This is an optimization exercise on Yosys and OpenROAD, whose aim is small area, a short achievable clock period and few clock cycles, not a production implementation. In this exercise RTL edits were held to simulation tests only and were not proved equivalent to the original. Power figures rest on the tool's default switching activity, not on a simulated workload.

Setup of maple:
==> flow/design.v (excerpt) <==
module avr_core (
    input  logic                    clk,
    input  logic                    reset,
    output logic [10-1:0]    program_counter,
    input  logic [16-1:0] instruction,
    output logic [16-1:0]  bus_addr,
    output logic [8-1:0]  bus_wdata,
    input  logic [8-1:0]  bus_rdata,
    output logic                    mem_we,
    output logic                    mem_oe
);
Size in the first run: ~1000 cells after synthesis, roughly 320 flip-flops, roughly 62 I/O pins, about 0.016 mm2 of cells after synthesis.
Settings: LEC_CHECK=0, CAP_MARGIN=20, CORE_MARGIN=2, CORE_UTILIZATION=40, CTS_BUF_LIST=sky130_fd_sc_hd__clkbuf_4 sky130_fd_sc_hd__clkbuf_8, SETUP_SLACK_MARGIN=3.0, SLEW_MARGIN=20; clock period 5.0 ns.
run.sh (not shown) runs the stock make flow with config.mk's settings and CLKGATE_MAP_FILE= SYNTH_SCRIPT=/design/flow/synth_recipe.tcl, a recipe that flattens the netlist after the stock synthesis.
maple | stages: all done | timing, DRC, antenna: all pass
Testbench counts of maple, summed over its fixed seeds: cycles 14,816.
[inputs] pine vs maple
- a change of SETUP_SLACK_MARGIN from 3.0 to 2.0
Findings:
Diff maple -> pine: non-clock buffer count fell about 60%, highest achievable clock rate lost 8.7%, post-route worst setup slack shrank by 0.26 ns, share of the clock period used by the worst path after layout went up, static leakage moved down.
Re number of cells produced by synthesis: no difference whatsoever between pine and maple.

* * *

avr_core, a different RTL version from the one above (not shown whole).
For scale: ~980 cells after synthesis, roughly 300 flip-flops, about 0.016 mm2 of cells after synthesis.
Settings: LEC_CHECK=0, CAP_MARGIN=20, CORE_MARGIN=2, CORE_UTILIZATION=40, CTS_BUF_LIST=sky130_fd_sc_hd__clkbuf_8 sky130_fd_sc_hd__clkbuf_16, CTS_CLUSTER_DIAMETER=100, CTS_CLUSTER_SIZE=26, SETUP_SLACK_MARGIN=2.5, SLEW_MARGIN=20; clock period 5.0 ns.
standard.sh (not shown) runs the stock make flow with config.mk's settings and CLKGATE_MAP_FILE= SYNTH_SCRIPT=/design/flow/synth_recipe.tcl, a recipe that flattens the netlist after the stock synthesis.
==> flow/flow/run.sh <==
#!/bin/bash
# Standard layout, with plain buffers (instead of delay cells) on the ports.
# Synthesis runs first, exactly as the standard flow does it.
set -euo pipefail
bash standard.sh synth > synth.log 2>&1
export BUFFER_PORTS_ARGS="-buffer_cell sky130_fd_sc_hd__buf_2"
bash standard.sh finish > finish.log 2>&1
Testbench counts at the start, summed over its fixed seeds: cycles 14,784.
Rerun with:
Settings changed: SETUP_SLACK_MARGIN 2.5 to 2.7.
After rerunning:
- The new run went through all stages and came out clean
- first-iteration DRC count is higher by about a fifth
- core utilization is higher by 1.7 points
- sequential power stays flat
- via count is higher by a few percent
- routed wire length is higher by a few percent
Rerun with:
Settings changed: PLACE_DENSITY set to 0.8, SETUP_SLACK_MARGIN 2.7 to 2.5.
After rerunning:
- register-to-register slack is worse by 0.08 ns
- synthesized cell count does not change
- combinational power decreases by about 10%
Rerun with:
Settings changed: ABC_AREA set to 1, GPL_ROUTABILITY_DRIVEN set to 0, PLACE_DENSITY 0.8 to not set, SETUP_SLACK_MARGIN 2.5 to 2.7.
Outcome: Worst setup slack improves by 0.22 ns. Final cell count grows by well over a third. Count of clock-buffer cells in the layout shrinks by 1. Utilization grows by 2.8 points. Register-to-register slack improves by 0.17 ns. Sequential power shrinks by a few percent. Area after synthesis grows slightly. Synthesized cell count grows by well over a third. Via count grows by well over a third. Total power hardly moves.

* * *

## build 30
avr_core again, from the RTL that the note above started with.
// avr_core
module avr_core (
    input  logic                    clk,
    input  logic                    reset,
    output logic [10-1:0]    program_counter,
    input  logic [16-1:0] instruction,
    output logic [16-1:0]  bus_addr,
    output logic [8-1:0]  bus_wdata,
    input  logic [8-1:0]  bus_rdata,
    output logic                    mem_we,
    output logic                    mem_oe
);
clock: 5.0 ns
lec_check: 0
cap_margin: 5
core_margin: 2
core_utilization: 40
cts_buf_list: sky130_fd_sc_hd__clkbuf_8 sky130_fd_sc_hd__clkbuf_16
cts_cluster_diameter: 100
cts_cluster_size: 26
gpl_routability_driven: 0
setup_slack_margin: 2.5
slew_margin: 5
Scripts as last shown in full above: flow/flow/run.sh
Testbench counts of build 30, summed over its fixed seeds: cycles 14,784.
Input-level comparison between build 26 and build 30:
Settings: swapping 2.5 for 2.3 in SETUP_SLACK_MARGIN; putting ABC_AREA at 1 where nothing was set; swapping 5 for 20 in SLEW_MARGIN; swapping 5 for 20 in CAP_MARGIN.
## What came out
- Of build 30 and build 26, the higher clock group share of total power belongs to build 26.
- Power (higher): build 30
- Diff build 30 -> build 26: number of logic inverters in the finished layout climbed 132, depth of the critical timing path with buffers and inverters included climbed 3, row count barely changed.
Input changes introduced in build 78 (baseline for comparison: build 26):
Settings: swapping 26 for 30 in CTS_CLUSTER_SIZE; swapping 2.3 for 2.5 in SETUP_SLACK_MARGIN; clearing ABC_AREA, which used to be 1.
Looking at filler-free cell count of the finished design, build 78 sits 30% below build 26.
Changes observed in build 78 relative to build 26: post-synthesis xor/xnor area fraction higher; final non-filler cell area higher; fraction of the cycle the final worst path needs lower; placed instance area lower.
Build 78 vs build 26: design internal power up in build 78
Taking build 26 as 1.0, build 78 lands at 0.58 on number of cells produced by synthesis.
Build 26 ended up with instruction[5] as its launch point of the critical path; build 78 ended up with instruction[4].
Compared to build 26, the router laid down less metal wire for build 78.

* * *

The RTL this note starts from:
==> flow/design.v <==
module instr_decoder (
    input  logic [16-1:0] instruction,
    output logic [3:0]              cls
);
    localparam logic [3:0] C_NOP = 4'd0, C_ADD = 4'd1, C_ADC = 4'd2, C_SUB = 4'd3,
                           C_AND = 4'd4, C_EOR = 4'd5, C_OR  = 4'd6, C_MOV = 4'd7,
                           C_LDI = 4'd8, C_NEG = 4'd9, C_LD  = 4'd10, C_ST = 4'd11;
    always_comb begin
        casez (instruction)
            16'b0000_11??_????_????: cls = C_ADD;
            16'b0001_11??_????_????: cls = C_ADC;
            16'b0001_10??_????_????: cls = C_SUB;
            16'b0010_00??_????_????: cls = C_AND;
            16'b0010_01??_????_????: cls = C_EOR;
            16'b0010_10??_????_????: cls = C_OR;
            16'b0010_11??_????_????: cls = C_MOV;
            16'b1110_????_????_????: cls = C_LDI;
            16'b1001_010?_????_0001: cls = C_NEG;
            16'b1000_000?_????_0000: cls = C_LD;
            16'b1000_001?_????_0000: cls = C_ST;
            default:                 cls = C_NOP;
        endcase
    end
endmodule
module register_file (
    input  logic                       clk,
    input  logic                       clear,
    input  logic [5-1:0] a_addr,
    input  logic [5-1:0] b_addr,
    output logic [8-1:0]     a_data,
    output logic [8-1:0]     b_data,
    output logic [8-1:0]     zl_data,
    output logic [8-1:0]     zh_data,
    input  logic                       wr_en,
    input  logic [5-1:0] wr_addr,
    input  logic [8-1:0]     wr_data
);
    logic [2**5-1:0][8-1:0] regs;
    logic [8-1:0] wd;
    assign wd = wr_data & {8{~clear}};
    always_ff @(posedge clk) begin
        for (int i = 0; i < 2**5; i++)
            if (clear || (wr_en && wr_addr == i[5-1:0]))
                regs[i] <= wd;
    end
    assign a_data  = regs[a_addr];
    assign b_data  = regs[b_addr];
    assign zl_data = regs[30];
    assign zh_data = regs[31];
endmodule
module alu (
    input  logic                   arith,     
    input  logic                   invx,      
    input  logic                   invr,      
    input  logic                   sel_sum,   
    input  logic                   sel_and,
    input  logic                   sel_or,
    input  logic                   sel_y,     
    input  logic [8-1:0] x_in,
    input  logic [8-1:0] y,
    input  logic                   cin,
    output logic [8-1:0] result,
    output logic                   cout,
    output logic                   zero
);
    localparam int W = 8;
    logic [W:0]   c0, c1, c;
    logic [W-1:0] x, yr, s, g, t, k, zb;
    always_comb begin
        x  = x_in ^ {W{invx}};
        yr = y ^ {W{invr}};
        g  = x & y;
        t  = x | y;
        c0[0] = 1'b0;
        c1[0] = 1'b1;
        for (int i = 0; i < W; i++) begin
            c0[i+1] = g[i] | (t[i] & c0[i]);
            c1[i+1] = g[i] | (t[i] & c1[i]);
        end
        c = cin ? c1 : c0;
        for (int i = 0; i < W; i++)
            s[i] = x[i] ^ (yr[i] ^ (c[i] & arith));
    end
    assign cout = c[W];
    assign result = ({W{sel_sum}} & s)
                  | ({W{sel_and}} & g)
                  | ({W{sel_or}}  & t)
                  | ({W{sel_y}}   & y);
    always_comb begin
        k = {(invr ? g[W-2:0] : t[W-2:0]), cin} & {W{arith}};
        for (int i = 0; i < W; i++)
            zb[i] = x[i] ^ (yr[i] ^ k[i]);
    end
    assign zero = (sel_sum & (zb == '0))
                | (sel_and & (g == '0))
                | (sel_or  & (t == '0))
                | (sel_y   & (y == '0));
endmodule
module avr_core (
    input  logic                    clk,
    input  logic                    reset,
    output logic [10-1:0]    program_counter,
    input  logic [16-1:0] instruction,
    output logic [16-1:0]  bus_addr,
    output logic [8-1:0]  bus_wdata,
    input  logic [8-1:0]  bus_rdata,
    output logic                    mem_we,
    output logic                    mem_oe
);
    localparam logic [3:0] C_NOP = 4'd0, C_ADD = 4'd1, C_ADC = 4'd2, C_SUB = 4'd3,
                           C_AND = 4'd4, C_EOR = 4'd5, C_OR  = 4'd6, C_MOV = 4'd7,
                           C_LDI = 4'd8, C_NEG = 4'd9, C_LD  = 4'd10, C_ST = 4'd11;
    logic [3:0]  f_cls;
    logic [3:0]  r_cls;
    logic [11:0] r_raw;
    instr_decoder i_dec (
        .instruction (instruction),
        .cls         (f_cls)
    );
    always_ff @(posedge clk or posedge reset) begin
        if (reset) begin
            program_counter <= '0;
            r_cls           <= C_NOP;
        end else begin
            program_counter <= program_counter + 1'b1;
            r_cls           <= f_cls;
        end
    end
    always_ff @(posedge clk)
        r_raw <= instruction[11:0];
    logic [4:0] a_addr, b_addr;
    logic [7:0] a_data, b_data, zl, zh;
    logic [7:0] a_val, b_val;
    logic [7:0] e_result;
    logic       e_wr, e_ld, e_cupd;
    logic [4:0] e_rd;
    logic [7:0] e_x, e_y;
    logic       e_arith, e_invx, e_invr, e_sel_sum, e_sel_and, e_sel_or, e_sel_y;
    logic       e_cin1, e_cinc;
    logic       carry;
    assign a_addr = r_raw[8:4];
    assign b_addr = {r_raw[9], r_raw[3:0]};
    register_file i_regs (
        .clk     (clk),
        .clear   (reset),
        .a_addr  (a_addr),
        .b_addr  (b_addr),
        .a_data  (a_data),
        .b_data  (b_data),
        .zl_data (zl),
        .zh_data (zh),
        .wr_en   (e_wr),
        .wr_addr (e_rd),
        .wr_data (e_result)
    );
    assign a_val = (e_wr && e_rd == a_addr) ? e_result : a_data;
    assign b_val = (e_wr && e_rd == b_addr) ? e_result : b_data;
    logic       r_sum_ops;
    assign r_sum_ops = (r_cls == C_ADD) || (r_cls == C_ADC) || (r_cls == C_SUB) || (r_cls == C_NEG);
    always_ff @(posedge clk or posedge reset) begin
        if (reset) begin
            e_wr   <= 1'b0;
            e_ld   <= 1'b0;
            e_cupd <= 1'b0;
        end else begin
            e_wr   <= (r_cls != C_NOP) && (r_cls != C_ST);
            e_ld   <= (r_cls == C_LD);
            e_cupd <= r_sum_ops;
        end
    end
    always_ff @(posedge clk) begin
        e_rd   <= (r_cls == C_LDI) ? {1'b1, r_raw[7:4]} : r_raw[8:4];
        e_x    <= a_val;
        case (r_cls)
            C_LDI:   e_y <= {r_raw[11:8], r_raw[3:0]};
            C_NEG:   e_y <= 8'h00;
            default: e_y <= b_val;
        endcase
        e_arith   <= r_sum_ops;
        e_invx    <= (r_cls == C_SUB) || (r_cls == C_NEG);
        e_invr    <= (r_cls == C_SUB);
        e_sel_sum <= r_sum_ops || (r_cls == C_EOR);
        e_sel_and <= (r_cls == C_AND);
        e_sel_or  <= (r_cls == C_OR);
        e_sel_y   <= (r_cls == C_MOV) || (r_cls == C_LDI);
        e_cin1    <= (r_cls == C_NEG);
        e_cinc    <= (r_cls == C_ADC);
    end
    logic [7:0] alu_result;
    logic       alu_cout, alu_zero, e_zero;
    logic       zh_zero, zl_ok, zh_zero_n, zl_ok_n, zwin_n;
    logic       oe_q, we_q;
    alu i_alu (
        .arith   (e_arith),
        .invx    (e_invx),
        .invr    (e_invr),
        .sel_sum (e_sel_sum),
        .sel_and (e_sel_and),
        .sel_or  (e_sel_or),
        .sel_y   (e_sel_y),
        .x_in    (e_x),
        .y       (e_y),
        .cin     (e_cin1 | (e_cinc & carry)),
        .result  (alu_result),
        .cout    (alu_cout),
        .zero    (alu_zero)
    );
    assign zh_zero_n = (e_wr && e_rd == 31) ? e_zero : zh_zero;
    assign zl_ok_n   = (e_wr && e_rd == 30) ? (e_result[7] ^ e_result[6]) : zl_ok;
    assign zwin_n    = zh_zero_n & zl_ok_n;
    always_ff @(posedge clk or posedge reset) begin
        if (reset) begin
            zh_zero <= 1'b1;
            zl_ok   <= 1'b0;
            oe_q    <= 1'b0;
            we_q    <= 1'b0;
        end else begin
            zh_zero <= zh_zero_n;
            zl_ok   <= zl_ok_n;
            oe_q    <= (r_cls == C_LD) && zwin_n;
            we_q    <= (r_cls == C_ST) && zwin_n;
        end
    end
    assign e_result = e_ld ? (bus_rdata & {8{oe_q}}) : alu_result;
    assign e_zero   = e_ld ? ((bus_rdata & {8{oe_q}}) == 8'h00) : alu_zero;
    always_ff @(posedge clk or posedge reset) begin
        if (reset)
            carry <= 1'b0;
        else if (e_cupd)
            carry <= alu_cout ^ e_cin1;
    end
    assign bus_addr  = {zh, zl};
    assign bus_wdata = e_x;
    assign mem_we    = we_q;
    assign mem_oe    = oe_q;
endmodule
Settings: LEC_CHECK=0, CAP_MARGIN=20, CORE_MARGIN=2, CORE_UTILIZATION=65, CTS_BUF_LIST=sky130_fd_sc_hd__clkbuf_4 sky130_fd_sc_hd__clkbuf_8, PLACE_DENSITY=0.75, SETUP_SLACK_MARGIN=2.5, SLEW_MARGIN=20; clock period 5.0 ns.
run.sh (not shown) runs the stock make flow with config.mk's settings and CLKGATE_MAP_FILE= SYNTH_SCRIPT=/design/flow/synth_recipe.tcl, a recipe that flattens the netlist after the stock synthesis.
Stock flow here: none of the scripts above is used.
Testbench counts at the start, summed over its fixed seeds: cycles 14,816.
Then changed:
CORE_UTILIZATION = 40   (was 65)
PLACE_DENSITY = unset   (was 0.75)
Clock power grows by a few percent.
Setup slack improved by 0.15 ns.
Routed wire length grows slightly.
Register-to-register slack improved by 0.15 ns.

## afterwards: timing with drivers on the ports
In the flow no input, the clock included, has a driving cell. The finished layouts below were timed again as built, in two steps.
Step 1 assumes that a clkbuf_16 drives the clock port and a buf_2 every other input.
Step 2, shift: input delay + t, output delay - t, t = (earliest + latest rising clock arrival at the registers) / 2. This alone moves slack from input paths to output paths.
Three values: ideal ports, drivers, drivers and shift; two values: the first two.
run	t, ns	setup slack, ns	worst slew at a driven data input, ns
maple	0.678	2.285 / 2.285 / 2.123	0.06
pine	0.649	2.028 / 2.028 / 1.876	0.03
the first run of note 2	0.552	2.368 / 2.155 / 1.602	0.33
the second run of note 2	0.545	2.449 / 2.070 / 1.525	0.53
the third run of note 2	0.556	2.431 / 2.232 / 1.675	0.33
the fourth run of note 2	0.569	2.655 / 2.563 / 1.994	0.28
build 30	0.551	2.431 / 2.179 / 1.628	0.45
build 26	0.575	2.384 / 2.415 / 1.840	0.06
build 78	0.550	2.425 / 2.195 / 1.645	0.36
the first run of note 4	0.628	2.216 / 2.216 / 1.774	0.04
the second run of note 4	0.655	2.365 / 2.365 / 1.914	0.04
After both steps setup and hold are still met in every run listed. For the second run of note 2, which loses most, drivers alone change the setup slack by -0.379 ns; drivers and shift together by -0.924 ns.
